Source: an optimization exercise on an open RTL-to-GDS flow (aim: a short achievable clock period and few clock cycles). Production flows keep margins and buffers that such runs may drop. Function was checked by simulation only, so behaviour that the tests miss may differ from the original. Power and IR drop assume default switching activity.

==> design.v <==
package cpu_pkg;
    localparam int xlen = 32;
    localparam int reg_addr_width = 5;
    localparam int data_words = 64;
    localparam int data_index_width = $clog2(data_words);
    localparam logic [6:0] op_reg_arith = 7'b0110011;
    localparam logic [6:0] op_imm_arith = 7'b0010011;
    localparam logic [6:0] op_load = 7'b0000011;
    localparam logic [6:0] op_store = 7'b0100011;
    localparam logic [6:0] op_lui = 7'b0110111;
    localparam logic [6:0] op_jal = 7'b1101111;
    localparam logic [2:0] f3_add_sub = 3'b000;
    localparam logic [2:0] f3_slt = 3'b010;
    localparam logic [2:0] f3_xor = 3'b100;
    localparam logic [2:0] f3_or = 3'b110;
    localparam logic [2:0] f3_and = 3'b111;
    localparam logic [2:0] f3_word = 3'b010;  
    localparam int sel_add = 0;  
    localparam int sel_sub = 1;
    localparam int sel_slt = 2;
    localparam int sel_xor = 3;
    localparam int sel_or = 4;
    localparam int sel_and = 5;
    localparam int sel_load = 6;
    localparam int sel_width = 7;
endpackage
`timescale 1ns/10ps
module stage_register #(
    parameter int width = 1
) (
    input  logic clk,
    input  logic rst,
    input  logic valid_in,
    input  logic [width-1:0] payload_in,
    output logic valid_out,
    output logic [width-1:0] payload_out
);
    always_ff @(posedge clk) begin
        if (!rst) valid_out <= 1'b0;
        else valid_out <= valid_in;
    end
    always_ff @(posedge clk) begin
        payload_out <= payload_in;
    end
endmodule
`timescale 1ns/10ps
import cpu_pkg::*;
module register_file (
    input  logic clk,
    input  logic rst,
    input  logic [31:0] read_sel_1,
    input  logic [31:0] read_sel_2,
    output logic [xlen-1:0] read_data_1,
    output logic [xlen-1:0] read_data_2,
    input  logic [31:0] read_sel_base,      
    output logic [7:0] read_data_base,
    input  logic [(2**reg_addr_width)-1:1] write_enable,  
    input  logic [xlen-1:0] write_data
);
    logic [xlen-1:0] regs [1:(2**reg_addr_width)-1];  
    always_ff @(posedge clk) begin
        if (!rst) begin
            for (int i = 1; i < 2**reg_addr_width; i++) begin
                regs[i] <= '0;
            end
        end else begin
            for (int i = 1; i < 2**reg_addr_width; i++) begin
                if (write_enable[i]) regs[i] <= write_data;
            end
        end
    end
    always_comb begin
        read_data_1 = '0;
        read_data_2 = '0;
        read_data_base = '0;
        for (int i = 1; i < 2**reg_addr_width; i++) begin
            read_data_1 = read_data_1 | ({xlen{read_sel_1[i]}} & regs[i]);
            read_data_2 = read_data_2 | ({xlen{read_sel_2[i]}} & regs[i]);
            read_data_base = read_data_base | ({8{read_sel_base[i]}} & regs[i][7:0]);
        end
    end
endmodule
`timescale 1ns/10ps
import cpu_pkg::*;
module fetch_stage (
    input  logic clk,
    input  logic rst,
    input  logic stall,
    input  logic d_write,
    input  logic [reg_addr_width-1:0] d_rd,
    input  logic d_a_from_ex,
    input  logic d_b_from_ex,
    input  logic ex_write,
    input  logic [reg_addr_width-1:0] ex_rd,
    output logic [xlen-1:0] instr_addr,
    input  logic [xlen-1:0] instr_data,
    output logic [xlen-1:0] fetch_link,    
    output logic [xlen-1:0] fetch_instr,
    output logic [31:0] fetch_rs1_sel,     
    output logic [31:0] fetch_rs2_sel,     
    output logic fetch_a_from_ex,
    output logic fetch_a_from_wb,
    output logic fetch_b_from_ex,
    output logic fetch_b_from_wb,
    output logic [7:0] fetch_offset,       
    output logic fetch_mem,                
    output logic [31:0] fetch_base_sel,
    output logic fetch_base_from_ex,
    output logic fetch_base_from_wb,
    output logic fetch_valid
);
    logic [xlen-1:0] pc;
    logic [xlen-1:0] pc_plus4;
    logic [xlen-1:0] target;
    logic [xlen-1:0] pc_next;
    logic is_jal;
    logic [xlen-1:0] imm_j;
    logic [6:0] opcode;
    logic uses_rs1;
    logic uses_rs2;
    logic [reg_addr_width-1:0] rs1;
    logic is_mem;
    logic [reg_addr_width-1:0] rs2;
    assign instr_addr = pc;
    assign pc_plus4 = pc + xlen'(4);
    assign opcode = instr_data[6:0];
    assign is_jal = opcode == op_jal;
    assign imm_j = {{12{instr_data[31]}}, instr_data[19:12], instr_data[20],
                    instr_data[30:21], 1'b0};
    assign target = pc + imm_j;
    assign pc_next = is_jal ? target : pc_plus4;
    assign uses_rs1 = opcode != op_lui && opcode != op_jal;
    assign uses_rs2 = opcode == op_reg_arith || opcode == op_store;
    assign rs1 = instr_data[19:15];
    assign is_mem = (opcode == op_load || opcode == op_store) && instr_data[14:12] == f3_word;
    assign rs2 = instr_data[24:20];
    always_ff @(posedge clk) begin
        if (!rst) begin
            pc <= '0;
            fetch_valid <= 1'b0;
        end else if (!stall) begin
            pc <= pc_next;
            fetch_valid <= 1'b1;
        end
    end
    always_ff @(posedge clk) begin
        if (!stall) begin
            fetch_a_from_ex <= uses_rs1 && d_write && d_rd == rs1;
            fetch_a_from_wb <= uses_rs1 && ex_write && ex_rd == rs1;
            fetch_b_from_ex <= uses_rs2 && d_write && d_rd == rs2;
            fetch_b_from_wb <= uses_rs2 && ex_write && ex_rd == rs2;
            fetch_base_from_ex <= is_mem && d_write && d_rd == rs1;
            fetch_base_from_wb <= is_mem && ex_write && ex_rd == rs1;
        end else begin
            fetch_a_from_ex <= 1'b0;
            fetch_a_from_wb <= d_a_from_ex;
            fetch_b_from_ex <= 1'b0;
            fetch_b_from_wb <= d_b_from_ex;
            fetch_base_from_ex <= 1'b0;
            fetch_base_from_wb <= d_a_from_ex;
        end
    end
    logic [xlen-1:0] word;
    logic [6:0] word_opcode;
    logic word_uses_rs1;
    logic word_uses_rs2;
    logic word_mem;
    assign word = stall ? fetch_instr : instr_data;
    assign word_opcode = word[6:0];
    assign word_uses_rs1 = word_opcode != op_lui && word_opcode != op_jal;
    assign word_uses_rs2 = word_opcode == op_reg_arith || word_opcode == op_store;
    assign word_mem = (word_opcode == op_load || word_opcode == op_store) && word[14:12] == f3_word;
    always_ff @(posedge clk) begin
        fetch_mem <= word_mem;
        fetch_offset <= word_opcode == op_store ? {word[27:25], word[11:7]} : word[27:20];
        for (int i = 0; i < 32; i++) begin
            fetch_rs1_sel[i] <= word_uses_rs1 && i != 0 && word[19:15] == 5'(i);
            fetch_rs2_sel[i] <= word_uses_rs2 && i != 0 && word[24:20] == 5'(i);
            fetch_base_sel[i] <= word_mem && i != 0 && word[19:15] == 5'(i);
        end
    end
    always_ff @(posedge clk) begin
        if (!stall) begin
            fetch_instr <= instr_data;
            fetch_link <= pc_plus4;
        end
    end
endmodule
`timescale 1ns/10ps
import cpu_pkg::*;
module decode_stage (
    input  logic [xlen-1:0] fetch_link,
    input  logic [xlen-1:0] fetch_instr,
    input  logic [31:0] fetch_rs1_sel,
    input  logic [31:0] fetch_rs2_sel,
    input  logic fetch_valid,
    input  logic [7:0] fetch_offset,
    input  logic fetch_mem,
    input  logic fetch_base_from_ex,
    input  logic fetch_base_from_wb,
    input  logic [7:0] read_data_base,
    input  logic fetch_a_from_ex,
    input  logic fetch_a_from_wb,
    input  logic fetch_b_from_ex,
    input  logic fetch_b_from_wb,
    input  logic [xlen-1:0] read_data_1,
    input  logic [xlen-1:0] read_data_2,
    input  logic [xlen-1:0] ex_sum,
    input  logic [xlen-1:0] ex_diff,
    input  logic [xlen-1:0] ex_rest,
    input  logic [sel_width-1:0] ex_sel,
    input  logic [7:0] ex_a,              
    input  logic [7:0] ex_b,
    input  logic ex_slow,                 
    input  logic ex_slt,                  
    input  logic ex_less,                 
    input  logic [xlen-1:0] wb_data,
    output logic [xlen-1:0] operand_a,
    output logic [xlen-1:0] operand_b,
    output logic [data_words-1:0] word_sel,    
    output logic [sel_width-1:0] sel,
    output logic write,
    output logic store,
    output logic [reg_addr_width-1:0] rd,
    output logic stall,    
    output logic a_from_ex,
    output logic b_from_ex
);
    logic [6:0] opcode;
    logic [2:0] funct3;
    logic [reg_addr_width-1:0] rs1;
    logic [reg_addr_width-1:0] rs2;
    logic is_reg;
    logic is_imm;
    logic is_load;
    logic is_store;
    logic is_lui;
    logic is_jal;
    logic arith_legal;
    logic b_from_reg;
    logic a_zero;
    logic [xlen-1:0] imm_i;
    logic [xlen-1:0] imm_u;
    logic a_from_wb;
    logic b_from_wb;
    logic [xlen-1:0] a_base;
    logic [xlen-1:0] b_base;
    logic [7:0] offset;
    logic [7:0] base;
    logic [7:0] address;
    assign opcode = fetch_instr[6:0];
    assign funct3 = fetch_instr[14:12];
    assign rd = fetch_instr[11:7];
    assign rs1 = fetch_instr[19:15];
    assign rs2 = fetch_instr[24:20];
    assign imm_i = {{20{fetch_instr[31]}}, fetch_instr[31:20]};
    assign imm_u = {fetch_instr[31:12], 12'b0};
    assign is_reg = opcode == op_reg_arith;
    assign is_imm = opcode == op_imm_arith;
    assign is_load = opcode == op_load && funct3 == f3_word;
    assign is_store = opcode == op_store && funct3 == f3_word;
    assign is_lui = opcode == op_lui;
    assign is_jal = opcode == op_jal;
    assign arith_legal = funct3 == f3_add_sub || funct3 == f3_slt || funct3 == f3_xor
                         || funct3 == f3_or || funct3 == f3_and;
    assign stall = fetch_valid && fetch_mem && a_from_ex && ex_slow;
    assign write = fetch_valid && !stall && rd != '0
                   && (((is_reg || is_imm) && arith_legal) || is_load || is_lui || is_jal);
    assign store = fetch_valid && !stall && is_store;
    always_comb begin
        sel = '0;
        if (is_load) begin
            sel[sel_load] = 1'b1;
        end else if (is_lui || is_jal) begin
            sel[sel_add] = 1'b1;
        end else begin
            case (funct3)
                f3_add_sub: begin
                    if (is_reg && fetch_instr[30]) sel[sel_sub] = 1'b1;
                    else sel[sel_add] = 1'b1;
                end
                f3_slt: sel[sel_slt] = 1'b1;
                f3_xor: sel[sel_xor] = 1'b1;
                f3_or: sel[sel_or] = 1'b1;
                default: sel[sel_and] = 1'b1;
            endcase
        end
    end
    assign a_zero = is_lui || is_jal;
    assign a_from_ex = fetch_a_from_ex;
    assign a_from_wb = fetch_a_from_wb;
    assign a_base = a_from_wb ? wb_data : read_data_1;
    logic a_sum;
    logic a_diff;
    logic a_rest;
    assign a_sum = a_from_ex && ex_sel[sel_add];
    assign a_diff = a_from_ex && ex_sel[sel_sub];
    assign a_rest = a_from_ex && !ex_sel[sel_add] && !ex_sel[sel_sub];
    assign operand_a = ({xlen{a_sum}} & ex_sum) | ({xlen{a_diff}} & ex_diff)
                     | ({xlen{a_rest}} & ex_rest) | ({xlen{!a_from_ex}} & a_base);
    assign offset = fetch_offset;
    logic [7:0] save_add;
    logic [7:0] carry_add;
    logic [7:0] b_inv;
    logic [7:0] save_sub;
    logic [7:0] carry_sub;
    logic [7:0] logic_result;
    logic [7:0] address_add;
    logic [7:0] address_sub;
    logic [7:0] address_logic;
    logic [7:0] address_reg;
    assign save_add = ex_a ^ ex_b ^ offset;
    assign carry_add = {(ex_a[6:0] & ex_b[6:0]) | (ex_a[6:0] & offset[6:0]) | (ex_b[6:0] & offset[6:0]), 1'b0};
    assign b_inv = ~ex_b;
    assign save_sub = ex_a ^ b_inv ^ offset;
    assign carry_sub = {(ex_a[6:0] & b_inv[6:0]) | (ex_a[6:0] & offset[6:0]) | (b_inv[6:0] & offset[6:0]), 1'b1};
    assign logic_result = ({8{ex_sel[sel_xor]}} & (ex_a ^ ex_b))
                        | ({8{ex_sel[sel_or]}} & (ex_a | ex_b))
                        | ({8{ex_sel[sel_and]}} & (ex_a & ex_b));
    assign address_add = save_add + carry_add;
    assign address_sub = save_sub + carry_sub;
    assign address_logic = logic_result + offset;
    assign base = fetch_base_from_wb ? wb_data[7:0] : read_data_base;
    assign address_reg = base + offset;
    logic [7:0] address_plus1;
    logic base_one;
    assign address = !fetch_base_from_ex ? address_reg
                   : ex_sel[sel_add] ? address_add
                   : ex_sel[sel_sub] ? address_sub : address_logic;
    assign address_plus1 = offset + 8'd1;
    assign base_one = fetch_base_from_ex && ex_slt && ex_less;
    logic [7:0] word_sel_hi;    
    logic [7:0] word_sel_lo;    
    always_comb begin
        for (int i = 0; i < 8; i++) begin
            word_sel_hi[i] = base_one ? address_plus1[7:5] == 3'(i) : address[7:5] == 3'(i);
            word_sel_lo[i] = base_one ? address_plus1[4:2] == 3'(i) : address[4:2] == 3'(i);
        end
        for (int i = 0; i < data_words; i++) begin
            word_sel[i] = word_sel_hi[i / 8] && word_sel_lo[i % 8];
        end
    end
    assign b_from_reg = is_reg || is_store;
    assign b_from_ex = fetch_b_from_ex;
    assign b_from_wb = fetch_b_from_wb;
    always_comb begin
        if (b_from_reg) b_base = b_from_wb ? wb_data : read_data_2;
        else if (is_lui) b_base = imm_u;
        else if (is_jal) b_base = fetch_link;
        else b_base = imm_i;
    end
    logic b_sum;
    logic b_diff;
    logic b_rest;
    assign b_sum = b_from_ex && ex_sel[sel_add];
    assign b_diff = b_from_ex && ex_sel[sel_sub];
    assign b_rest = b_from_ex && !ex_sel[sel_add] && !ex_sel[sel_sub];
    assign operand_b = ({xlen{b_sum}} & ex_sum) | ({xlen{b_diff}} & ex_diff)
                     | ({xlen{b_rest}} & ex_rest) | ({xlen{!b_from_ex}} & b_base);
endmodule
`timescale 1ns/10ps
import cpu_pkg::*;
module execute_stage (
    input  logic [xlen-1:0] operand_a,
    input  logic [xlen-1:0] operand_b,
    input  logic [sel_width-1:0] sel,
    input  logic [xlen-1:0] load_data,
    output logic [xlen-1:0] result,
    output logic [xlen-1:0] sum,
    output logic [xlen-1:0] diff,
    output logic [xlen-1:0] rest,
    output logic slow,                 
    output logic is_slt,
    output logic less
);
    logic [xlen-1:0] a;
    logic [xlen-1:0] b;
    assign a = operand_a;
    assign b = operand_b;
    assign sum = a + b;
    assign diff = a - b;
    assign less = (a[xlen-1] != b[xlen-1]) ? a[xlen-1] : diff[xlen-1];
    assign rest = ({xlen{sel[sel_slt]}} & {{(xlen-1){1'b0}}, less})
                | ({xlen{sel[sel_xor]}} & (a ^ b))
                | ({xlen{sel[sel_or]}} & (a | b))
                | ({xlen{sel[sel_and]}} & (a & b))
                | ({xlen{sel[sel_load]}} & load_data);
    assign result = ({xlen{sel[sel_add]}} & sum) | ({xlen{sel[sel_sub]}} & diff) | rest;
    assign slow = sel[sel_load];
    assign is_slt = sel[sel_slt];
endmodule
`timescale 1ns/10ps
import cpu_pkg::*;
module memory_stage (
    input  logic clk,
    input  logic [data_words-1:0] word_sel,
    input  logic store,
    input  logic [xlen-1:0] store_data,
    output logic [xlen-1:0] load_data
);
    logic [xlen-1:0] ram [data_words];
    always_ff @(posedge clk) begin
        for (int i = 0; i < data_words; i++) begin
            if (store && word_sel[i]) ram[i] <= store_data;
        end
    end
    always_comb begin
        load_data = '0;
        for (int i = 0; i < data_words; i++) begin
            load_data = load_data | ({xlen{word_sel[i]}} & ram[i]);
        end
    end
endmodule
`timescale 1ns/10ps
import cpu_pkg::*;
module five_stage_cpu (
    input  logic clk,
    input  logic rst,
    output logic [xlen-1:0] instr_addr,
    input  logic [xlen-1:0] instr_data,
    output logic retire_valid,
    output logic [reg_addr_width-1:0] retire_rd,
    output logic [xlen-1:0] retire_data
);
    logic [xlen-1:0] fetch_link;
    logic [xlen-1:0] fetch_instr;
    logic [31:0] fetch_rs1_sel;
    logic [31:0] fetch_rs2_sel;
    logic fetch_valid;
    logic [7:0] fetch_offset;
    logic fetch_mem;
    logic [31:0] fetch_base_sel;
    logic fetch_base_from_ex;
    logic fetch_base_from_wb;
    logic [7:0] read_data_base;
    logic fetch_a_from_ex;
    logic fetch_a_from_wb;
    logic fetch_b_from_ex;
    logic fetch_b_from_wb;
    logic stall;
    logic d_a_from_ex;
    logic d_b_from_ex;
    logic [xlen-1:0] read_data_1;
    logic [xlen-1:0] read_data_2;
    logic [xlen-1:0] d_operand_a;
    logic [xlen-1:0] d_operand_b;
    logic [data_words-1:0] d_word_sel;
    logic [sel_width-1:0] d_sel;
    logic d_write;
    logic d_store;
    logic [reg_addr_width-1:0] d_rd;
    logic [xlen-1:0] ex_operand_a;
    logic [xlen-1:0] ex_operand_b;
    logic [data_words-1:0] ex_word_sel;
    logic [sel_width-1:0] ex_sel;
    logic ex_write;
    logic ex_store;
    logic [reg_addr_width-1:0] ex_rd;
    logic [xlen-1:0] ex_store_data;   
    logic [xlen-1:0] load_data;
    logic [xlen-1:0] ex_result;
    logic [xlen-1:0] ex_sum;
    logic [xlen-1:0] ex_diff;
    logic [xlen-1:0] ex_rest;
    logic ex_slow;
    logic ex_slt;
    logic ex_less;
    logic [(2**reg_addr_width)-1:1] wb_enable;
    logic [xlen-1:0] wb_data;
    fetch_stage fetch_stage (
        .clk ( clk ),
        .rst ( rst ),
        .stall ( stall ),
        .d_write ( d_write ),
        .d_rd ( d_rd ),
        .d_a_from_ex ( d_a_from_ex ),
        .d_b_from_ex ( d_b_from_ex ),
        .ex_write ( ex_write ),
        .ex_rd ( ex_rd ),
        .instr_addr ( instr_addr ),
        .instr_data ( instr_data ),
        .fetch_link ( fetch_link ),
        .fetch_instr ( fetch_instr ),
        .fetch_rs1_sel ( fetch_rs1_sel ),
        .fetch_rs2_sel ( fetch_rs2_sel ),
        .fetch_a_from_ex ( fetch_a_from_ex ),
        .fetch_a_from_wb ( fetch_a_from_wb ),
        .fetch_b_from_ex ( fetch_b_from_ex ),
        .fetch_b_from_wb ( fetch_b_from_wb ),
        .fetch_offset ( fetch_offset ),
        .fetch_mem ( fetch_mem ),
        .fetch_base_sel ( fetch_base_sel ),
        .fetch_base_from_ex ( fetch_base_from_ex ),
        .fetch_base_from_wb ( fetch_base_from_wb ),
        .fetch_valid ( fetch_valid )
    );
    decode_stage decode_stage (
        .fetch_link ( fetch_link ),
        .fetch_instr ( fetch_instr ),
        .fetch_rs1_sel ( fetch_rs1_sel ),
        .fetch_rs2_sel ( fetch_rs2_sel ),
        .fetch_valid ( fetch_valid ),
        .fetch_offset ( fetch_offset ),
        .fetch_mem ( fetch_mem ),
        .fetch_base_from_ex ( fetch_base_from_ex ),
        .fetch_base_from_wb ( fetch_base_from_wb ),
        .read_data_base ( read_data_base ),
        .fetch_a_from_ex ( fetch_a_from_ex ),
        .fetch_a_from_wb ( fetch_a_from_wb ),
        .fetch_b_from_ex ( fetch_b_from_ex ),
        .fetch_b_from_wb ( fetch_b_from_wb ),
        .read_data_1 ( read_data_1 ),
        .read_data_2 ( read_data_2 ),
        .ex_sum ( ex_sum ),
        .ex_diff ( ex_diff ),
        .ex_rest ( ex_rest ),
        .ex_sel ( ex_sel ),
        .ex_a ( ex_operand_a[7:0] ),
        .ex_b ( ex_operand_b[7:0] ),
        .ex_slow ( ex_slow ),
        .ex_slt ( ex_slt ),
        .ex_less ( ex_less ),
        .wb_data ( wb_data ),
        .operand_a ( d_operand_a ),
        .operand_b ( d_operand_b ),
        .word_sel ( d_word_sel ),
        .sel ( d_sel ),
        .write ( d_write ),
        .store ( d_store ),
        .rd ( d_rd ),
        .stall ( stall ),
        .a_from_ex ( d_a_from_ex ),
        .b_from_ex ( d_b_from_ex )
    );
    register_file register_file (
        .clk ( clk ),
        .rst ( rst ),
        .read_sel_1 ( fetch_rs1_sel ),
        .read_sel_2 ( fetch_rs2_sel ),
        .read_data_1 ( read_data_1 ),
        .read_data_2 ( read_data_2 ),
        .read_sel_base ( fetch_base_sel ),
        .read_data_base ( read_data_base ),
        .write_enable ( wb_enable ),
        .write_data ( wb_data )
    );
    always_ff @(posedge clk) begin
        if (!rst) begin
            ex_write <= 1'b0;
            ex_store <= 1'b0;
        end else begin
            ex_write <= d_write;
            ex_store <= d_store;
        end
    end
    always_ff @(posedge clk) begin
        ex_operand_a <= d_operand_a;
        ex_operand_b <= d_operand_b;
        ex_word_sel <= d_word_sel;
        ex_sel <= d_sel;
        ex_rd <= d_rd;
        ex_store_data <= {xlen{d_store}} & d_operand_b;
    end
    execute_stage execute_stage (
        .operand_a ( ex_operand_a ),
        .operand_b ( ex_operand_b ),
        .sel ( ex_sel ),
        .load_data ( load_data ),
        .result ( ex_result ),
        .sum ( ex_sum ),
        .diff ( ex_diff ),
        .rest ( ex_rest ),
        .slow ( ex_slow ),
        .is_slt ( ex_slt ),
        .less ( ex_less )
    );
    memory_stage memory_stage (
        .clk ( clk ),
        .word_sel ( ex_word_sel ),
        .store ( ex_store ),
        .store_data ( ex_store_data ),
        .load_data ( load_data )
    );
    always_ff @(posedge clk) begin
        for (int i = 1; i < 2**reg_addr_width; i++) begin
            wb_enable[i] <= rst && ex_write && ex_rd == reg_addr_width'(i);
        end
        wb_data <= {xlen{ex_write}} & ex_result;
    end
    stage_register #(.width(reg_addr_width + xlen)) writeback_register (
        .clk ( clk ),
        .rst ( rst ),
        .valid_in ( ex_write ),
        .payload_in ( {ex_rd, ex_result} ),
        .valid_out ( retire_valid ),
        .payload_out ( {retire_rd, retire_data} )
    );
endmodule
==> flow/run.sh <==
#!/bin/bash
# The standard layout (standard.sh) with three synthesis changes:
# - Yosys's full-adder extraction is off, so ABC maps the adders itself;
# - ABC maps with the delay-oriented script in flow/abc_speed.script
#   (a copy of ORFS's scripts folder is made here with it in place);
# - the slow complex cells (stacked 3- and 4-input gates, majority) are added
#   to the platform's don't-use list, so neither ABC nor the resizer uses them.
# Registers are inferred before ABC runs, so they are the standard synthesis's.
set -euo pipefail
base="sky130_fd_sc_hd__lpflow_bleeder_1 sky130_fd_sc_hd__lpflow_clkbufkapwr_1 sky130_fd_sc_hd__lpflow_clkbufkapwr_16 sky130_fd_sc_hd__lpflow_clkbufkapwr_2 sky130_fd_sc_hd__lpflow_clkbufkapwr_4 sky130_fd_sc_hd__lpflow_clkbufkapwr_8 sky130_fd_sc_hd__lpflow_clkinvkapwr_1 sky130_fd_sc_hd__lpflow_clkinvkapwr_16 sky130_fd_sc_hd__lpflow_clkinvkapwr_2 sky130_fd_sc_hd__lpflow_clkinvkapwr_4 sky130_fd_sc_hd__lpflow_clkinvkapwr_8 sky130_fd_sc_hd__lpflow_decapkapwr_12 sky130_fd_sc_hd__lpflow_decapkapwr_3 sky130_fd_sc_hd__lpflow_decapkapwr_4 sky130_fd_sc_hd__lpflow_decapkapwr_6 sky130_fd_sc_hd__lpflow_decapkapwr_8 sky130_fd_sc_hd__lpflow_inputiso0n_1 sky130_fd_sc_hd__lpflow_inputiso0p_1 sky130_fd_sc_hd__lpflow_inputiso1n_1 sky130_fd_sc_hd__lpflow_inputiso1p_1 sky130_fd_sc_hd__lpflow_inputisolatch_1 sky130_fd_sc_hd__lpflow_isobufsrc_1 sky130_fd_sc_hd__lpflow_isobufsrc_16 sky130_fd_sc_hd__lpflow_isobufsrc_2 sky130_fd_sc_hd__lpflow_isobufsrc_4 sky130_fd_sc_hd__lpflow_isobufsrc_8 sky130_fd_sc_hd__lpflow_isobufsrckapwr_16 sky130_fd_sc_hd__lpflow_lsbuf_lh_hl_isowell_tap_1 sky130_fd_sc_hd__lpflow_lsbuf_lh_hl_isowell_tap_2 sky130_fd_sc_hd__lpflow_lsbuf_lh_hl_isowell_tap_4 sky130_fd_sc_hd__lpflow_lsbuf_lh_isowell_4 sky130_fd_sc_hd__lpflow_lsbuf_lh_isowell_tap_1 sky130_fd_sc_hd__lpflow_lsbuf_lh_isowell_tap_2 sky130_fd_sc_hd__lpflow_lsbuf_lh_isowell_tap_4 sky130_fd_sc_hd__probe_p_8 sky130_fd_sc_hd__probec_p_8 "
slow="sky130_fd_sc_hd__a2111o_1 sky130_fd_sc_hd__a2111o_2 sky130_fd_sc_hd__a2111o_4 sky130_fd_sc_hd__a2111oi_0 sky130_fd_sc_hd__a2111oi_1 sky130_fd_sc_hd__a2111oi_2 sky130_fd_sc_hd__a2111oi_4 sky130_fd_sc_hd__a221o_1 sky130_fd_sc_hd__a221o_2 sky130_fd_sc_hd__a221o_4 sky130_fd_sc_hd__a221oi_1 sky130_fd_sc_hd__a221oi_2 sky130_fd_sc_hd__a221oi_4 sky130_fd_sc_hd__a222oi_1 sky130_fd_sc_hd__a311o_1 sky130_fd_sc_hd__a311o_2 sky130_fd_sc_hd__a311o_4 sky130_fd_sc_hd__a311oi_1 sky130_fd_sc_hd__a311oi_2 sky130_fd_sc_hd__a311oi_4 sky130_fd_sc_hd__a31o_1 sky130_fd_sc_hd__a31o_2 sky130_fd_sc_hd__a31o_4 sky130_fd_sc_hd__a31oi_1 sky130_fd_sc_hd__a31oi_2 sky130_fd_sc_hd__a31oi_4 sky130_fd_sc_hd__a32o_1 sky130_fd_sc_hd__a32o_2 sky130_fd_sc_hd__a32o_4 sky130_fd_sc_hd__a32oi_1 sky130_fd_sc_hd__a32oi_2 sky130_fd_sc_hd__a32oi_4 sky130_fd_sc_hd__a41o_1 sky130_fd_sc_hd__a41o_2 sky130_fd_sc_hd__a41o_4 sky130_fd_sc_hd__a41oi_1 sky130_fd_sc_hd__a41oi_2 sky130_fd_sc_hd__a41oi_4 sky130_fd_sc_hd__and4_1 sky130_fd_sc_hd__and4_2 sky130_fd_sc_hd__and4_4 sky130_fd_sc_hd__and4b_1 sky130_fd_sc_hd__and4b_2 sky130_fd_sc_hd__and4b_4 sky130_fd_sc_hd__and4bb_1 sky130_fd_sc_hd__and4bb_2 sky130_fd_sc_hd__and4bb_4 sky130_fd_sc_hd__maj3_1 sky130_fd_sc_hd__maj3_2 sky130_fd_sc_hd__maj3_4 sky130_fd_sc_hd__nand4_1 sky130_fd_sc_hd__nand4_2 sky130_fd_sc_hd__nand4_4 sky130_fd_sc_hd__nand4b_1 sky130_fd_sc_hd__nand4b_2 sky130_fd_sc_hd__nand4b_4 sky130_fd_sc_hd__nand4bb_1 sky130_fd_sc_hd__nand4bb_2 sky130_fd_sc_hd__nand4bb_4 sky130_fd_sc_hd__nor3_1 sky130_fd_sc_hd__nor3_2 sky130_fd_sc_hd__nor3_4 sky130_fd_sc_hd__nor3b_1 sky130_fd_sc_hd__nor3b_2 sky130_fd_sc_hd__nor3b_4 sky130_fd_sc_hd__nor4_1 sky130_fd_sc_hd__nor4_2 sky130_fd_sc_hd__nor4_4 sky130_fd_sc_hd__nor4b_1 sky130_fd_sc_hd__nor4b_2 sky130_fd_sc_hd__nor4b_4 sky130_fd_sc_hd__nor4bb_1 sky130_fd_sc_hd__nor4bb_2 sky130_fd_sc_hd__nor4bb_4 sky130_fd_sc_hd__o2111a_1 sky130_fd_sc_hd__o2111a_2 sky130_fd_sc_hd__o2111a_4 sky130_fd_sc_hd__o2111ai_1 sky130_fd_sc_hd__o2111ai_2 sky130_fd_sc_hd__o2111ai_4 sky130_fd_sc_hd__o221a_1 sky130_fd_sc_hd__o221a_2 sky130_fd_sc_hd__o221a_4 sky130_fd_sc_hd__o221ai_1 sky130_fd_sc_hd__o221ai_2 sky130_fd_sc_hd__o221ai_4 sky130_fd_sc_hd__o311a_1 sky130_fd_sc_hd__o311a_2 sky130_fd_sc_hd__o311a_4 sky130_fd_sc_hd__o311ai_0 sky130_fd_sc_hd__o311ai_1 sky130_fd_sc_hd__o311ai_2 sky130_fd_sc_hd__o311ai_4 sky130_fd_sc_hd__o31a_1 sky130_fd_sc_hd__o31a_2 sky130_fd_sc_hd__o31a_4 sky130_fd_sc_hd__o31ai_1 sky130_fd_sc_hd__o31ai_2 sky130_fd_sc_hd__o31ai_4 sky130_fd_sc_hd__o32a_1 sky130_fd_sc_hd__o32a_2 sky130_fd_sc_hd__o32a_4 sky130_fd_sc_hd__o32ai_1 sky130_fd_sc_hd__o32ai_2 sky130_fd_sc_hd__o32ai_4 sky130_fd_sc_hd__o41a_1 sky130_fd_sc_hd__o41a_2 sky130_fd_sc_hd__o41a_4 sky130_fd_sc_hd__o41ai_1 sky130_fd_sc_hd__o41ai_2 sky130_fd_sc_hd__o41ai_4 sky130_fd_sc_hd__or3_1 sky130_fd_sc_hd__or3_2 sky130_fd_sc_hd__or3_4 sky130_fd_sc_hd__or3b_1 sky130_fd_sc_hd__or3b_2 sky130_fd_sc_hd__or3b_4 sky130_fd_sc_hd__or4_1 sky130_fd_sc_hd__or4_2 sky130_fd_sc_hd__or4_4 sky130_fd_sc_hd__or4b_1 sky130_fd_sc_hd__or4b_2 sky130_fd_sc_hd__or4b_4 sky130_fd_sc_hd__or4bb_1 sky130_fd_sc_hd__or4bb_2 sky130_fd_sc_hd__or4bb_4 "
rm -rf scripts_mod
cp -r "$FLOW_HOME/scripts" scripts_mod
cp flow/abc_speed.script scripts_mod/abc_speed.script
bash standard.sh ADDER_MAP_FILE= SCRIPTS_DIR="$PWD/scripts_mod" "DONT_USE_CELLS=$base $slow" finish > flow.log 2>&1
==> flow/abc_speed.script <==
strash
dch -f
map -D 800
buffer -c
topo
stime -c
upsize -c
dnsize -c
==> standard.sh <==
#!/bin/bash
# synth_recipe.tcl (not shown) runs the flow's synth.tcl, then flattens the netlist and writes it again
# the make line also repeats each setting of config.mk as NAME=value (left out here)
make -C /OpenROAD-flow-scripts/flow DESIGN_CONFIG=/design/flow/config.mk WORK_HOME=/design/flow/orfs CLKGATE_MAP_FILE= SYNTH_SCRIPT=/design/flow/synth_recipe.tcl "${@:-finish}"
==> config.mk <==
export PLATFORM = sky130hd
export DESIGN_NAME = five_stage_cpu
export DESIGN_NICKNAME = five_stage_cpu
export VERILOG_FILES = /design/flow/design.v
export SDC_FILE = /design/flow/constraint.sdc
export NUM_CORES = 4
export LEC_CHECK = 0
export CAP_MARGIN = 20
export CORE_MARGIN = 2
export CORE_UTILIZATION = 35
export PLACE_DENSITY = 0.55
export SETUP_SLACK_MARGIN = 3.8
export SLEW_MARGIN = 20
==> constraint.sdc <==
create_clock -name core_clock -period 6.0 [get_ports {clk}]
set_input_delay 1.2000 -clock core_clock [delete_from_list [all_inputs] [get_ports {clk}]]
set_output_delay 1.2000 -clock core_clock [all_outputs]
set_load 0.01 [all_outputs]
==> impl_metrics.tcl, run 1 <==
set metrics [dict create \
    fp.dieW_um 650 \
    fin_setup_tns_ps 0 \
    hold_viol_final 0 \
    cts_buffer_depth 4 \
    syn_nets 14100 \
    areaGrowthSynthToFinish_pct 26.2 \
    cp.buffers_inverters 2 \
    sw_frac_of_total 0.226 \
    max-vdd-ir-drop_uv 352 \
    htree_levels 5 \
    postRouteAntennaNets 0 \
    fin_crit_sh 0.518 \
    synth_top_area_share 0.428 \
    clock-sinks 3515 \
    design.core.area_mm2 0.416 \
    end_kind "flop" \
    avgRoutedWirePerCell_um 30.5 \
    p_leak_nw 64.7 \
    vias 120000 \
    cts_tree "done" \
    cts.clk_slew.worst_paths_ps 60 \
    pre_cts_ws_ps 1730 \
    num_io_pins 104 \
    rows 237 \
    synth_top_flop_cell "edfxtp_1" \
    synth.avg_cell_area_um2 10.4 \
    async_flop_share 0 \
    grt_start_max_net_pins 122 \
    critPathTopFamily "simple AND/OR/NAND/NOR gates" \
    power.share.combinational 0.041 \
    viasPerCell 5.86 \
    p_clk_frac 0.454 \
    period_minus_slack_ps 3110 \
    reg2regPathDepth 14 \
    die_height_um 650 \
    final_util 0.443 \
    startpoint_type "flop" \
    drive_gt1_frac 0.241 \
    status "timing/DRC/antenna clean" \
    max_stage_delay_ps 450 \
    total_power_mw 50.4 \
    syn_inst 14100 \
    hp-class "reg2reg" \
    hold_slack_ps 419 \
    required_ps 6900 \
    r2r_setup_slack_ps 2890 \
    routed_wl_mm 624 \
    drtIter0Drc 15900 \
    clockRootBuffer "clkbuf_16" \
    yosysTopAreaCell "edfxtp_1" \
    cp_slowest_cell "dfxtp_4" \
    initial_core_util 0.351 \
    yosysSeqAreaShare 0.624 \
    hold_depth 0 \
    maxSlewHeadroom 0.235 \
    syn_area_mm2 0.146 \
    ys_warn_count 8 \
    drc_errors 0 \
    p_per_area_mw_per_mm2 273 \
    worst_slack_ps 2890 \
    place.gp.congestion 0.979 \
    fmax_ghz 0.322 \
    grt_usage 0.280 \
    overflow 0 \
    clk-insertion-delay-late_ps 1000 \
    grt_antenna_before_repair 17 \
    clock_skew_ps 68.5 \
    internal_power_mw 39.0 \
    share_seq_of_total_power 0.504 \
    dp_hpwl_mm 385 \
    cts_made_buffers 365 \
    cap_violations 0 \
    fillCellCount 38900 \
    grt_pass1_vias 111000 \
    crit_cells 14 \
    setup_viol 0 \
    crit_chain "clkinvlp_4, buf_4, o211a_1, nand3_1, o211ai_1, nand2_1, nand2_2, o21ai_1, nand3_1, nand3_4, nand3_4, a21oi_4, nand2_8, nor2_4" \
    cp_max_fo 8 \
    nets 14700 \
    finalMaxSlewViolations 0 \
    worst_pin_slew_ps 1140 \
    critPathKind "reg2reg" \
    ys_ff_latch 3515 \
    firstDrtPassIters 8 \
    synthTopCellsByArea "edfxtp_1, dfxtp_1, a211oi_1" \
    dieArea_mm2 0.423 \
    yosysUniqueCellTypes 57 \
    rsz0062_at_grt "true" \
    p_sw_mw 11.4 \
    grt_pass1_wl_mm 860 \
    arrival_ps 4010 \
    synth_edf_count 2086 \
    port_buffers 102 \
]
what timing repair did:
item                       4_1_cts  5_1_grt
setup endpoints to repair     2060      914
cloned                          42       15
setup buffers                  446      146
hold buffers                     0        0
resized for setup             2626      664
pin swaps                      637      489
path summary, 6_finish.rpt:
| kind | start | to |
|---|---|---|
| worst min-delay path | fetch_stage.fetch_instr[10] | ex_rd[3] |
| worst max-delay path | fetch_stage.fetch_base_sel[18] | ex_word_sel[25] |
| worst min register to register | fetch_stage.fetch_instr[10] | ex_rd[3] |
| worst max register to register | fetch_stage.fetch_base_sel[18] | ex_word_sel[25] |
synth_stat cells (4+ instances only):
cell type / n
o21ai_1: 18
a22oi_1: 981
clkinv_1: 13
a22o_1: 344
nand3_4: 8
nor2_1: 1987
o21ai_2: 9
clkbuf_1: 813
o21ai_0: 488
nor2_2: 18
nand3b_1: 41
xor2_1: 64
and2_1: 30
dfxtp_1: 1429
o21bai_1: 12
nand3_2: 5
a21boi_0: 15
edfxtp_1: 2086
nand2_1: 1726
o211ai_1: 109
xnor2_1: 17
a21oi_1: 595
a211oi_1: 1355
and3_1: 96
inv_2: 4
buf_2: 29
o22ai_1: 83
o21a_1: 18
a21o_1: 15
nand2_2: 12
or2_2: 27
buf_1: 112
or2_1: 7
nand3_1: 682
inv_1: 795
o2bb2ai_1: 4
o211a_1: 29
power by group through the flow:
stage	clock network (mW)	logic [mW]	registers (mW)
3_3_place_gp	0	1.48	26.0
2_1_floorplan	0	0.791	25.9
4_1_cts	23.0	1.91	25.4
5_1_grt	24.0	2.15	25.4
3_5_place_dp	0	1.48	26.0
6_report	22.9	2.09	25.4
worst reg2reg max path, delay by kind of cell (launching register included):
family | cells | cell delay (ps)
simple gates | 8 | 1330
buf+inv | 2 | 420
compound gates | 4 | 860
flops | 1 | 450
cell families (layout without fill, tap and decap cells):
| kind of cell | count (synthesis) | after routing | share of synthesized area |
|---|---|---|---|
| and+or+nand+nor | 4650 | 4657 | 0.131 |
| AOI/OAI and AO/OA | 4089 | 4089 | 0.194 |
| DFF | 3515 | 3515 | 0.624 |
| buffers and inverters | 1771 | 2616 | 0.0459 |
| xor gates and xnor gates | 81 | 81 | 0.00485 |
| other | 1 | 15 | 0.0000256 |
sequential cells by signal, indices dropped and copies added (netlist names), 32 cells and up:
name                            flops
ex_store_data                      32
register_file.regs                992
memory_stage.ram                 2048
writeback_register.payload_out     37
ex_operand_b                       32
ex_word_sel                        64
ex_operand_a                       32
wb_data                            32
final cells by class:
class	count	area, µm²	share of cell area
flip-flops and latches	3515	92000	0.498
multi-input cells	8828	57700	0.313
repair buffers	1139	12700	0.0687
clock buffers	504	10300	0.0560
well taps	5497	6880	0.0373
inverters	812	3380	0.0183
clock inverters	159	1510	0.00817
diodes	14	35.0	0.000190
repair inverters	2	15.0	0.0000814
metal layers:
metal | up-vias | GRT usage | share of wire
met2 | 6611 | 0.437 | 0.45
met4 | 8 | 0.159 | 0.069
met1 | 59200 | 0.363 | 0.39
li1 | 52400 | - | -
met5 | - | 0 | 0.000091
met3 | 1681 | 0.0584 | 0.095
placed cells by master, fill, tap and decap left out, types with 92 or more instances in the layout:
| cell type | instances |
|---|---|
| a211oi_2 | 108 |
| a211oi_1 | 1172 |
| dfxtp_1 | 1158 |
| o211ai_1 | 109 |
| clkbuf_16 | 388 |
| dfxtp_4 | 146 |
| nor2_1 | 1613 |
| edfxtp_1 | 2086 |
| a22oi_1 | 856 |
| nand2_2 | 135 |
| inv_1 | 689 |
| nand3_1 | 439 |
| o21ai_0 | 324 |
| a21oi_2 | 122 |
| nand3_4 | 96 |
| dfxtp_2 | 125 |
| nand3_2 | 161 |
| o21ai_1 | 92 |
| nand2_1 | 1559 |
| nor2_2 | 148 |
| buf_4 | 643 |
| a21oi_1 | 427 |
| a22oi_2 | 125 |
| nor2_4 | 251 |
| buf_6 | 233 |
| a22o_1 | 333 |
| buf_12 | 127 |
per-stage QoR:
stage	instance area (µm²)	cells
CTS	180000	20300
global route	184000	20500
global placement	155000	19100
floorplan	147000	14100
finish	184000	20500
detailed placement	155000	19100
Testbench counts, summed over its fixed seeds: cycles 16,113.
==> run 2, diff against run 1 <==
--- a/design.v
+++ b/design.v
@@ -54,3 +54,3 @@
     output logic [xlen-1:0] read_data_2,
-    input  logic [31:0] read_sel_base,      
+    input  logic [31:0] read_sel_base,
     output logic [7:0] read_data_base,
@@ -78,3 +78,4 @@
             read_data_2 = read_data_2 | ({xlen{read_sel_2[i]}} & regs[i]);
-            read_data_base = read_data_base | ({8{read_sel_base[i]}} & regs[i][7:0]);
+            read_data_base = read_data_base
+                           | ({8{read_sel_base[i]}} & (write_enable[i] ? write_data[7:0] : regs[i][7:0]));
         end
@@ -106,3 +107,5 @@
     output logic fetch_mem,                
-    output logic [31:0] fetch_base_sel,
+    output logic [31:0] base_read_sel,
+    input  logic [7:0] base_read_data,
+    output logic [7:0] fetch_address,
     output logic fetch_base_from_ex,
@@ -172,5 +175,13 @@
     assign word_mem = (word_opcode == op_load || word_opcode == op_store) && word[14:12] == f3_word;
+    logic [7:0] word_offset;
+    assign word_offset = word_opcode == op_store ? {word[27:25], word[11:7]} : word[27:20];
+    always_comb begin
+        for (int i = 0; i < 32; i++) begin
+            base_read_sel[i] = word_mem && i != 0 && word[19:15] == 5'(i);
+        end
+    end
     always_ff @(posedge clk) begin
         fetch_mem <= word_mem;
-        fetch_offset <= word_opcode == op_store ? {word[27:25], word[11:7]} : word[27:20];
+        fetch_offset <= word_offset;
+        fetch_address <= base_read_data + word_offset;
         for (int i = 0; i < 32; i++) begin
@@ -178,3 +189,2 @@
             fetch_rs2_sel[i] <= word_uses_rs2 && i != 0 && word[24:20] == 5'(i);
-            fetch_base_sel[i] <= word_mem && i != 0 && word[19:15] == 5'(i);
         end
@@ -200,3 +210,3 @@
     input  logic fetch_base_from_wb,
-    input  logic [7:0] read_data_base,
+    input  logic [7:0] fetch_address,    
     input  logic fetch_a_from_ex,
@@ -210,2 +220,3 @@
     input  logic [xlen-1:0] ex_rest,
+    input  logic [xlen-1:0] ex_load_data,
     input  logic [sel_width-1:0] ex_sel,
@@ -248,3 +259,2 @@
     logic [7:0] offset;
-    logic [7:0] base;
     logic [7:0] address;
@@ -294,2 +304,3 @@
     logic a_diff;
+    logic a_load;
     logic a_rest;
@@ -297,4 +308,6 @@
     assign a_diff = a_from_ex && ex_sel[sel_sub];
-    assign a_rest = a_from_ex && !ex_sel[sel_add] && !ex_sel[sel_sub];
+    assign a_load = a_from_ex && ex_sel[sel_load];
+    assign a_rest = a_from_ex && !ex_sel[sel_add] && !ex_sel[sel_sub] && !ex_sel[sel_load];
     assign operand_a = ({xlen{a_sum}} & ex_sum) | ({xlen{a_diff}} & ex_diff)
+                     | ({xlen{a_load}} & ex_load_data)
                      | ({xlen{a_rest}} & ex_rest) | ({xlen{!a_from_ex}} & a_base);
@@ -322,4 +335,3 @@
     assign address_logic = logic_result + offset;
-    assign base = fetch_base_from_wb ? wb_data[7:0] : read_data_base;
-    assign address_reg = base + offset;
+    assign address_reg = fetch_base_from_wb ? wb_data[7:0] + offset : fetch_address;
     logic [7:0] address_plus1;
@@ -353,2 +365,3 @@
     logic b_diff;
+    logic b_load;
     logic b_rest;
@@ -356,4 +369,6 @@
     assign b_diff = b_from_ex && ex_sel[sel_sub];
-    assign b_rest = b_from_ex && !ex_sel[sel_add] && !ex_sel[sel_sub];
+    assign b_load = b_from_ex && ex_sel[sel_load];
+    assign b_rest = b_from_ex && !ex_sel[sel_add] && !ex_sel[sel_sub] && !ex_sel[sel_load];
     assign operand_b = ({xlen{b_sum}} & ex_sum) | ({xlen{b_diff}} & ex_diff)
+                     | ({xlen{b_load}} & ex_load_data)
                      | ({xlen{b_rest}} & ex_rest) | ({xlen{!b_from_ex}} & b_base);
@@ -385,5 +400,5 @@
                 | ({xlen{sel[sel_or]}} & (a | b))
-                | ({xlen{sel[sel_and]}} & (a & b))
-                | ({xlen{sel[sel_load]}} & load_data);
-    assign result = ({xlen{sel[sel_add]}} & sum) | ({xlen{sel[sel_sub]}} & diff) | rest;
+                | ({xlen{sel[sel_and]}} & (a & b));
+    assign result = ({xlen{sel[sel_add]}} & sum) | ({xlen{sel[sel_sub]}} & diff)
+                  | ({xlen{sel[sel_load]}} & load_data) | rest;
     assign slow = sel[sel_load];
@@ -431,3 +446,4 @@
     logic fetch_mem;
-    logic [31:0] fetch_base_sel;
+    logic [31:0] base_read_sel;
+    logic [7:0] fetch_address;
     logic fetch_base_from_ex;
@@ -491,3 +507,5 @@
         .fetch_mem ( fetch_mem ),
-        .fetch_base_sel ( fetch_base_sel ),
+        .base_read_sel ( base_read_sel ),
+        .base_read_data ( read_data_base ),
+        .fetch_address ( fetch_address ),
         .fetch_base_from_ex ( fetch_base_from_ex ),
@@ -506,3 +524,3 @@
         .fetch_base_from_wb ( fetch_base_from_wb ),
-        .read_data_base ( read_data_base ),
+        .fetch_address ( fetch_address ),
         .fetch_a_from_ex ( fetch_a_from_ex ),
@@ -516,2 +534,3 @@
         .ex_rest ( ex_rest ),
+        .ex_load_data ( load_data ),
         .ex_sel ( ex_sel ),
@@ -541,3 +560,3 @@
         .read_data_2 ( read_data_2 ),
-        .read_sel_base ( fetch_base_sel ),
+        .read_sel_base ( base_read_sel ),
         .read_data_base ( read_data_base ),
--- a/config.mk
+++ b/config.mk
@@ -11,3 +11,3 @@
 export PLACE_DENSITY = 0.55
-export SETUP_SLACK_MARGIN = 3.8
+export SETUP_SLACK_MARGIN = 3.6
 export SLEW_MARGIN = 20
==> impl_metrics.tcl, run 2 <==
set metrics [dict create \
    p_leak_nw 65.4 \
    async_flop_share 0 \
    clock-sinks 3490 \
    max-vdd-ir-drop_uv 253 \
    multiInputGateArea_mm2 0.0584 \
    synth_edf_count 2083 \
    initial_core_util 0.352 \
    synthTopCellsByArea "edfxtp_1, dfxtp_1, a211oi_1" \
    ys_warn_count 8 \
    grt_pass1_wl_mm 860 \
    dp_hpwl_mm 400 \
    critPathKind "reg2reg" \
    final_common_cell "edfxtp_1" \
    rsz0062_at_grt "true" \
    hp-class "reg2reg" \
    nets 15200 \
    grt_start_max_net_pins 160 \
    dieArea_mm2 0.424 \
    avgRoutedWirePerCell_um 29.4 \
    synth_top_flop_cell "edfxtp_1" \
    die_height_um 651 \
    yosysUniqueCellTypes 52 \
    fin_setup_tns_ps 0 \
    cts.clk_slew.worst_paths_ps 60 \
    cts_tree "done" \
    hold_slack_ps 413 \
    vias 121000 \
    num_io_pins 104 \
    viasPerCell 5.75 \
    cp_max_fo 7 \
    largestRegisters "memory_stage.ram (2048), register_file.regs (992), ex_word_sel (64)" \
    syn_nets 14500 \
    port_buffers 102 \
    largest_register_ffs 2048 \
    period_minus_slack_ps 3430 \
    routed_wl_mm 619 \
    grt_usage 0.279 \
    rows 237 \
    met3_length_mm 58.3 \
    arrival_ps 4270 \
    clockRootBuffer "clkbuf_16" \
    firstDrtPassIters 7 \
    synth_compound_area_frac 0.192 \
    place.gp.congestion 1.02 \
    yosysMostFrequentCell "edfxtp_1" \
    end_kind "flop" \
    fin_crit_sh 0.571 \
    drive_gt1_frac 0.243 \
    fmax_ghz 0.292 \
    fp.dieW_um 651 \
    overflow 0 \
    areaGrowthSynthToFinish_pct 27.1 \
    yosysSeqAreaShare 0.619 \
    syn_area_mm2 0.147 \
    finalMaxSlewViolations 0 \
    grt_antenna_before_repair 35 \
    maxSlewHeadroom 0.229 \
    worst_pin_slew_ps 1160 \
    synth_top_area_share 0.427 \
    startpoint_type "flop" \
    synth_commonest_cells "edfxtp_1, nor2_1, nand2_1" \
    grt_pass1_vias 112000 \
    yosysTopAreaCell "edfxtp_1" \
    clock_skew_ps 87.1 \
    hold_viol_final 0 \
    top_layer "met5" \
    required_ps 6840 \
    synthAdderAreaFrac 0 \
    yosys-mux-area-fraction 0 \
    cts_buffer_depth 4 \
    cap_violations 0 \
    largest_register "memory_stage.ram" \
    status "timing/DRC/antenna clean" \
    setup_viol 0 \
    syn_inst 14500 \
    fillCellCount 39000 \
    cts_hold_buffers 0 \
    p_per_area_mw_per_mm2 273 \
    cts_made_buffers 370 \
    ys_ff_latch 3490 \
    htree_levels 5 \
    regArea_mm2 0.0913 \
    drc_errors 0 \
    synthSimpleGateAreaFrac 0.129 \
    synth_xor_area_frac 0.00770 \
    dr_wl_met2_mm 274 \
    r2r_setup_slack_ps 2570 \
    drtIter0Drc 15500 \
    met1_length_mm 247 \
    synth.avg_cell_area_um2 10.1 \
    design.core.area_mm2 0.417 \
    postRouteAntennaNets 0 \
    final_cell_mix "edfxtp_1, nor2_1, nand2_1" \
    synth_top_family_by_area "compound AO/OA/AOI/OAI gates" \
    clk-insertion-delay-late_ps 1000 \
]
==> run 2: per-stage QoR <==
step / instance area (µm²) / setup WS [ps] / power (mW) / std cells / util
floorplan: 148000 / 2790 / 26.6 / 14500 / -
global placement: 156000 / 1040 / 27.4 / 19500 / 0.373
detailed placement: 156000 / 1090 / 27.4 / 19600 / 0.373
CTS: 182000 / 2700 / 50.7 / 20800 / 0.436
global route: 186000 / 2430 / 52.0 / 21000 / 0.447
finish: 186000 / 2570 / 50.8 / 21000 / 0.447
==> run 2: final cells by class <==
type	instances	share of cell area
multi-input cells	8973	0.314
clock inverters	148	0.00782
inverters	1078	0.0235
well taps	5497	0.0369
clock buffers	531	0.0572
flip-flops and latches	3490	0.490
diodes	33	0.000443
repair buffers	1257	0.0705
==> run 2: repair_timing <==
action | 4_1_cts | 5_1_grt
resized for setup | 2708 | 679
pin swaps | 539 | 459
gates cloned | 31 | 3
buffers inserted | 496 | 208
endpoints found under the setup margin | 1214 | 778
==> run 2: metal layers <==
layer,global-route usage,vias to the layer above
li1,-,53300
met4,0.146,10
met5,0,-
met2,0.431,6330
met3,0.0528,1410
met1,0.373,59600
==> run 2: kinds of logic (layout without fill, tap and decap cells) <==
group | Yosys count | after routing
and+or+nand+nor | 4662 | 4668
AOI/OAI and AO/OA | 4176 | 4176
other | 1 | 34
DFF | 3490 | 3490
buffers and inverters | 2039 | 3014
xor gates and xnor gates | 128 | 128
==> run 2: worst paths after layout <==
check                         startpoint  depth (start not counted)                           end
max          fetch_stage.fetch_a_from_ex                         23  fetch_stage.fetch_address[7]
min reg2reg  fetch_stage.fetch_instr[11]                          0                      ex_rd[4]
max reg2reg  fetch_stage.fetch_a_from_ex                         23  fetch_stage.fetch_address[7]
min          fetch_stage.fetch_instr[11]                          0                      ex_rd[4]
==> run 2: power breakdown <==
group | switching, mW | internal (mW) | total, mW
registers | 0.122 | 25.1 | 25.3
logic | 1.56 | 0.754 | 2.32
clock network | 9.92 | 13.3 | 23.2
==> run 2: critical path: stages, from the launching register on <==
cell and delay [ps]:
dfxtp_4 380, buf_12 120, nand3_4 170, buf_6 170, o21ai_4 160, nand2_2 80, nand3_2 90, nor2_4 60
buf_6 110, buf_12 140, buf_12 130, nand3_4 140, inv_2 60, a22oi_1 170, o21ai_1 100, nor2_1 90
nand2_1 100, nand3b_1 330, a21oi_2 250, nand2_1 70, nand3b_1 130, nand3_1 90, nand3_1 80, nand2_1 50
Testbench counts of run 2, summed over its fixed seeds: cycles 16,113.
==> run 3, diff against run 2 <==
--- a/design.v
+++ b/design.v
@@ -176,6 +176,9 @@
     logic [7:0] word_offset;
+    logic [7:0] fetched_offset;
     assign word_offset = word_opcode == op_store ? {word[27:25], word[11:7]} : word[27:20];
+    assign fetched_offset = opcode == op_store ? {instr_data[27:25], instr_data[11:7]}
+                                               : instr_data[27:20];
     always_comb begin
         for (int i = 0; i < 32; i++) begin
-            base_read_sel[i] = word_mem && i != 0 && word[19:15] == 5'(i);
+            base_read_sel[i] = is_mem && i != 0 && rs1 == 5'(i);
         end
@@ -185,3 +188,3 @@
         fetch_offset <= word_offset;
-        fetch_address <= base_read_data + word_offset;
+        fetch_address <= base_read_data + fetched_offset;
         for (int i = 0; i < 32; i++) begin
@@ -225,4 +228,2 @@
     input  logic ex_slow,                 
-    input  logic ex_slt,                  
-    input  logic ex_less,                 
     input  logic [xlen-1:0] wb_data,
@@ -336,4 +337,2 @@
     assign address_reg = fetch_base_from_wb ? wb_data[7:0] + offset : fetch_address;
-    logic [7:0] address_plus1;
-    logic base_one;
     assign address = !fetch_base_from_ex ? address_reg
@@ -341,4 +340,2 @@
                    : ex_sel[sel_sub] ? address_sub : address_logic;
-    assign address_plus1 = offset + 8'd1;
-    assign base_one = fetch_base_from_ex && ex_slt && ex_less;
     logic [7:0] word_sel_hi;    
@@ -347,4 +344,4 @@
         for (int i = 0; i < 8; i++) begin
-            word_sel_hi[i] = base_one ? address_plus1[7:5] == 3'(i) : address[7:5] == 3'(i);
-            word_sel_lo[i] = base_one ? address_plus1[4:2] == 3'(i) : address[4:2] == 3'(i);
+            word_sel_hi[i] = address[7:5] == 3'(i);
+            word_sel_lo[i] = address[4:2] == 3'(i);
         end
@@ -386,6 +383,5 @@
     output logic [xlen-1:0] rest,
-    output logic slow,                 
-    output logic is_slt,
-    output logic less
+    output logic slow                  
 );
+    logic less;
     logic [xlen-1:0] a;
@@ -403,4 +399,3 @@
                   | ({xlen{sel[sel_load]}} & load_data) | rest;
-    assign slow = sel[sel_load];
-    assign is_slt = sel[sel_slt];
+    assign slow = sel[sel_load] || sel[sel_slt];
 endmodule
@@ -481,4 +476,2 @@
     logic ex_slow;
-    logic ex_slt;
-    logic ex_less;
     logic [(2**reg_addr_width)-1:1] wb_enable;
@@ -539,4 +532,2 @@
         .ex_slow ( ex_slow ),
-        .ex_slt ( ex_slt ),
-        .ex_less ( ex_less ),
         .wb_data ( wb_data ),
@@ -591,5 +582,3 @@
         .rest ( ex_rest ),
-        .slow ( ex_slow ),
-        .is_slt ( ex_slt ),
-        .less ( ex_less )
+        .slow ( ex_slow )
     );
==> impl_metrics.tcl, run 3 <==
set metrics [dict create \
    grt_pass1_vias 115000 \
    async_flop_share 0 \
    cts_tree "done" \
    place.gp.congestion 1.07 \
    die_height_um 654 \
    drc_errors 0 \
    finalMaxSlewViolations 0 \
    syn_inst 14600 \
    port_buffers 102 \
    ys_ff_latch 3490 \
    clock_skew_ps 91.5 \
    clk-insertion-delay-late_ps 1020 \
    clock-sinks 3490 \
    grt_start_max_net_pins 188 \
    final_util 0.455 \
    num_io_pins 104 \
    cts_made_buffers 379 \
    total_power_mw 51.2 \
    arrival_ps 4130 \
    hold_slack_ps 404 \
    worst_pin_slew_ps 1200 \
    synth_top_area_share 0.424 \
    yosysTopAreaCell "edfxtp_1" \
    syn_nets 14700 \
    synthTopCellsByArea "edfxtp_1, dfxtp_1, a211oi_1" \
    rsz0062_at_grt "true" \
    ys_warn_count 8 \
    final_common_cell "edfxtp_1" \
    largestRegisters "memory_stage.ram (2048), register_file.regs (992), ex_word_sel (64)" \
    startpoint_type "flop" \
    internal_power_mw 39.3 \
    areaGrowthSynthToFinish_pct 29.5 \
    synth_top_flop_cell "edfxtp_1" \
    share_seq_of_total_power 0.493 \
    synth_top_family_by_area "compound AO/OA/AOI/OAI gates" \
    yosysMostFrequentCell "edfxtp_1" \
    design.core.area_mm2 0.420 \
    synth_edf_count 2086 \
    synth_commonest_cells "edfxtp_1, nor2_1, nand2_1" \
    clockRootBuffer "clkbuf_16" \
    fmax_ghz 0.307 \
    setup_viol 0 \
    largest_register_ffs 2048 \
    cp_max_fo 2 \
    cts_buffer_depth 4 \
    fin_crit_sh 0.543 \
    drtIter0Drc 16500 \
    nets 15400 \
    end_kind "flop" \
    drive_gt1_frac 0.268 \
    synthAdderAreaFrac 0 \
    syn_area_mm2 0.148 \
    dp_hpwl_mm 445 \
    p_per_area_mw_per_mm2 268 \
    initial_core_util 0.352 \
    status "timing/DRC/antenna clean" \
    rows 238 \
    yosysSeqAreaShare 0.614 \
    yosysUniqueCellTypes 61 \
    avgRoutedWirePerCell_um 32.0 \
    synth_xor_area_frac 0.00522 \
    largest_register "memory_stage.ram" \
    max-vdd-ir-drop_uv 391 \
    final_cell_mix "edfxtp_1, nand2_1, nor2_1" \
    grt_usage 0.308 \
    critPathKind "reg2reg" \
    grt_antenna_before_repair 31 \
    overflow 0 \
    p_sw_mw 11.9 \
    viasPerCell 5.84 \
    cts.clk_slew.worst_paths_ps 70 \
    vias 125000 \
    sw_frac_of_total 0.231 \
    htree_levels 5 \
    synth_compound_area_frac 0.194 \
    cap_violations 0 \
    postRouteAntennaNets 0 \
    hold_viol_final 0 \
    grt_pass1_wl_mm 932 \
    synthSimpleGateAreaFrac 0.140 \
    maxSlewHeadroom 0.193 \
    power.share.combinational 0.049 \
    firstDrtPassIters 7 \
    routed_wl_mm 684 \
    p_leak_nw 67.4 \
    required_ps 6870 \
    fp.dieW_um 654 \
    yosys-mux-area-fraction 0 \
    fin_setup_tns_ps 0 \
    p_clk_frac 0.458 \
    dieArea_mm2 0.427 \
    synth.avg_cell_area_um2 10.1 \
    cts_hold_buffers 0 \
    period_minus_slack_ps 3260 \
    hp-class "reg2reg" \
]
run 3: changes by cell type in the layout (fill, tap and decap cells not counted), sizes merged, moves of 30 or more:
cell,previous run,this run
a22o,308,338
a22oi,971,937
buf,1209,1284
inv,1028,837
nand2,1818,2008
nand3,608,713
o21ai,739,780
xor2,113,74
run 3: metal layers:
layer | GRT usage | vias up | share of wire | wire, µm
met1 | 0.389 | 61900 | 0.38 | 261000
met3 | 0.0545 | 1715 | 0.087 | 59300
met2 | 0.476 | 6778 | 0.44 | 301000
met5 | 0 | - | 0.000056 | 38
li1 | - | 54400 | - | -
met4 | 0.223 | 6 | 0.092 | 62700
run 3: worst paths after layout:
check / cells past startpoint / startpoint / to / slack, ps
setup / recovery: 14 / fetch_stage.fetch_rs2_sel[31] / ex_operand_b[24] / 2740
hold / removal: 0 / fetch_stage.fetch_instr[9] / ex_rd[2] / 400
setup reg to reg: 14 / fetch_stage.fetch_rs2_sel[31] / ex_operand_b[24] / 2740
hold reg to reg: 0 / fetch_stage.fetch_instr[9] / ex_rd[2] / 400
run 3: per-stage QoR:
stage / setup WS, ps / cells / cell area [µm²]
floorplan: 2970 / 14600 / 149000
global placement: 741 / 19900 / 157000
detailed placement: 848 / 19900 / 157000
CTS: 2830 / 21200 / 187000
global route: 2820 / 21400 / 191000
finish: 2740 / 21400 / 191000
run 3: final cells by class:
cell class / instances / area, µm²
clock inverter: 160 / 1570
sequential: 3490 / 91500
timing repair buffer: 1327 / 14500
multi-input combinational: 9330 / 62300
inverter: 884 / 3690
tap: 5640 / 7060
fill: 39100 / 229000
antenna: 29 / 72.6
clock buffer: 534 / 10700
run 3: repair_timing:
item,in CTS,in global routing
gates resized for setup,3415,737
endpoints found under the setup margin,2150,1044
cloned,46,10
setup buffers,546,163
pin swaps,709,529
run 3: worst max-delay path, stage by stage, from the launching register on:
cell	delay [ps]
dfxtp_4	390
buf_12	150
a22oi_2	140
nand2_1	80
a21oi_2	110
o211ai_1	340
nor2_1	210
o211ai_1	380
o22ai_1	330
buf_6	230
nand2_4	70
a21oi_4	210
a2bb2oi_2	150
nand2_1	80
or2_4	220
run 3: power groups by stage:
stage	Combinational, mW	Sequential, mW	Clock [mW]
after floorplan	0.867	25.7	0
after global placement	1.68	25.8	0
after detailed placement	1.68	25.8	0
after CTS	2.28	25.2	23.6
after global routing	2.57	25.2	24.6
final	2.52	25.2	23.5
run 3: kinds of logic after synthesis:
logic type	after synthesis
buffers and inverters	1836
and+or+nand+nor	5006
AOI/OAI and AO/OA	4221
xor gates and xnor gates	88
other	1
DFF	3490
Testbench counts of run 3, summed over its fixed seeds: cycles 16,169.
==> run 4, diff against run 3 <==
--- a/config.mk
+++ b/config.mk
@@ -11,3 +11,3 @@
 export PLACE_DENSITY = 0.55
-export SETUP_SLACK_MARGIN = 3.6
+export SETUP_SLACK_MARGIN = 3.1
 export SLEW_MARGIN = 20
==> impl_metrics.tcl, run 4 <==
set metrics [dict create \
    status "timing/DRC/antenna clean" \
    end_kind "flop" \
    max_stage_delay_ps 550 \
    die_height_um 654 \
    synth_top_flop_cell "edfxtp_1" \
    internal_power_mw 39.2 \
    synth_commonest_cells "edfxtp_1, nor2_1, nand2_1" \
    share_seq_of_total_power 0.496 \
    grt_usage 0.304 \
    required_ps 6830 \
    regArea_mm2 0.0912 \
    final_cell_mix "edfxtp_1, nand2_1, nor2_1" \
    final_util 0.424 \
    syn_nets 14700 \
    fmax_ghz 0.282 \
    crit_cells 11 \
    yosysSeqAreaShare 0.614 \
    reg2reg_from "fetch_stage.fetch_rs2_sel[1]" \
    largestRegisters "memory_stage.ram (2048), register_file.regs (992), ex_word_sel (64)" \
    design.core.area_mm2 0.420 \
    hold_viol_final 0 \
    yosysMostFrequentCell "edfxtp_1" \
    clk-insertion-delay-late_ps 1010 \
    syn_inst 14600 \
    final_common_cell "edfxtp_1" \
    initial_core_util 0.352 \
    r2r_setup_slack_ps 2460 \
    reg2regPathDepth 11 \
    num_io_pins 104 \
    critPathKind "reg2reg" \
    grt_antenna_before_repair 42 \
    firstDrtPassIters 9 \
    htree_levels 5 \
    syn_area_mm2 0.148 \
    drive_gt1_frac 0.171 \
    cpMostUsedCell "nor2_1" \
    drc_errors 0 \
    fillCellCount 40600 \
    fin_crit_sh 0.591 \
    ys_warn_count 8 \
    dieArea_mm2 0.427 \
    arrival_ps 4380 \
    nets 14900 \
    hold_end "ex_rd[1]" \
    hp-class "reg2reg" \
    synth_edf_count 2086 \
    clock_skew_ps 88.9 \
    areaGrowthSynthToFinish_pct 20.6 \
    finalMaxSlewViolations 0 \
    startpoint_type "flop" \
    vias 121000 \
    maxSlewHeadroom 0.232 \
    period_minus_slack_ps 3540 \
    hp-start "fetch_stage.fetch_instr[8]" \
    grt_start_max_net_pins 186 \
    postRouteAntennaNets 0 \
    avgRoutedWirePerCell_um 32.2 \
    worst_pin_slew_ps 1150 \
    multiInputGateArea_mm2 0.0556 \
    fp.dieW_um 654 \
    setup_viol 0 \
    largest_register_ffs 2048 \
    largest_register "memory_stage.ram" \
    rows 238 \
    viasPerCell 5.77 \
    r2r-end "ex_store_data[16]" \
    cts_hold_buffers 0 \
    pre_cts_ws_ps 975 \
    p_sw_mw 11.7 \
    fin_setup_tns_ps 0 \
    dp_hpwl_mm 457 \
    cap_violations 0 \
    hold_depth 0 \
    cp.buffers_inverters 1 \
    place.gp.congestion 1.02 \
    worst_slack_ps 2460 \
    p_leak_nw 62.2 \
    critPathTopFamily "compound AO/OA/AOI/OAI gates" \
    grt_pass1_vias 111000 \
    yosysUniqueCellTypes 61 \
    rsz0062_at_grt "true" \
    synthTopCellsByArea "edfxtp_1, dfxtp_1, a211oi_1" \
    port_buffers 102 \
    power.share.combinational 0.039 \
    ys_ff_latch 3490 \
    drtIter0Drc 15000 \
    grt_pass1_wl_mm 913 \
    cts_buffer_depth 4 \
    cp_max_fo 12 \
    clock-sinks 3490 \
    overflow 0 \
    max-vdd-ir-drop_uv 262 \
    p_per_area_mw_per_mm2 286 \
    crit_chain "buf_4, a22oi_1, nand2_1, nor2_1, nand3_1, o22ai_2, nand2_1, a21oi_2, o211ai_1, nor2_1, nor2_1" \
    synth_top_area_share 0.424 \
    cp_slowest_cell "a21oi_2" \
    cts.clk_slew.worst_paths_ps 60 \
    yosysTopAreaCell "edfxtp_1" \
    p_clk_frac 0.465 \
    async_flop_share 0 \
    cts_tree "done" \
    total_power_mw 50.9 \
    synth.avg_cell_area_um2 10.1 \
    clockRootBuffer "clkbuf_16" \
    cts_made_buffers 380 \
    sw_frac_of_total 0.230 \
    routed_wl_mm 674 \
]
run 4: worst max path at each step:
| stage | start | to | slack, ps |
|---|---|---|---|
| final | fetch_stage.fetch_rs2_sel[1] | ex_store_data[16] | 2460 |
| after global routing | fetch_stage.fetch_rs2_sel[31] | ex_operand_b[24] | 2680 |
| after CTS | fetch_stage.fetch_rs2_sel[31] | ex_operand_b[24] | 2710 |
| after detailed placement | instr_data[15] | fetch_stage.fetch_address[5] | 980 |
| after global placement | instr_data[15] | fetch_stage.fetch_address[5] | 860 |
| after floorplan | instr_data[1] | fetch_stage.fetch_address[6] | 2940 |
run 4: cells by family after synthesis:
kind of cell	after synthesis	share of synthesized area
AOI/OAI and AO/OA	4221	0.194
xor gates and xnor gates	88	0.00522
buffers and inverters	1836	0.0473
DFF	3490	0.614
other	1	0.0000254
and+or+nand+nor	5006	0.140
run 4: what timing repair did:
item | 4_1_cts | 5_1_grt
resized for setup | 1234 | 588
buffers inserted | 131 | 93
cloned | 15 | 5
pin swaps | 158 | 194
endpoints found under the setup margin | 388 | 276
run 4: power by group through the flow:
| stage | Clock (mW) | Combinational, mW | Sequential (mW) |
|---|---|---|---|
| after CTS | 23.9 | 1.82 | 25.2 |
| final | 23.7 | 1.96 | 25.2 |
| after global routing | 24.8 | 2.01 | 25.2 |
| after detailed placement | 0 | 1.69 | 25.8 |
| after floorplan | 0 | 0.842 | 25.7 |
| after global placement | 0 | 1.69 | 25.8 |
run 4: area by class of cell:
type | instances | area share
Sequential cell | 3490 | 0.512
Multi-Input combinational cell | 9322 | 0.312
Clock buffer | 531 | 0.0606
Timing Repair Buffer | 829 | 0.0455
Tap cell | 5640 | 0.0396
Inverter | 884 | 0.0196
Clock inverter | 167 | 0.00936
Antenna cell | 60 | 0.000843
Timing Repair inverter | 3 | 0.000112
run 4: per-layer routing:
metal	global-route usage	part of all wire	vias to the layer above
li1	-	-	53400
met1	0.389	0.39	60100
met2	0.471	0.45	5941
met3	0.0533	0.083	1370
met4	0.201	0.079	10
met5	0	0.00011	-
run 4: metrics by stage:
| step | hold WS, ps | instance area (µm²) | cells |
|---|---|---|---|
| finish | 410 | 178000 | 20900 |
| global route | 412 | 178000 | 20900 |
| CTS | 400 | 175000 | 20800 |
| detailed placement | 389 | 157000 | 19900 |
| global placement | 393 | 157000 | 19900 |
| floorplan | 364 | 148000 | 14600 |

-- what the ideal ports hide --
The flow's constraints put no driver on any port. The routed layouts listed below were extracted and timed again, unchanged, in two steps. Step 1 assumes that a clkbuf_16 drives the clock port and a buf_2 every other input. Step 2 times the ports against the registers' clock, not the clock port: input delays grow and output delays shrink by t, the midpoint of the rising clock arrivals with the driver on. Three values: no drivers, after step 1, after step 2; two values: the first two.
| run | shift t [ns] | setup WS [ns] |
|---|---|---|
| run 1 | 1.084 | 2.893 / 2.893 / 2.537 |
| run 2 | 1.065 | 2.573 / 2.573 / 1.683 |
| run 3 | 1.086 | 2.744 / 2.744 / 1.836 |
| run 4 | 1.081 | 2.457 / 2.457 / 1.952 |
After both steps setup and hold are still met in every run listed.
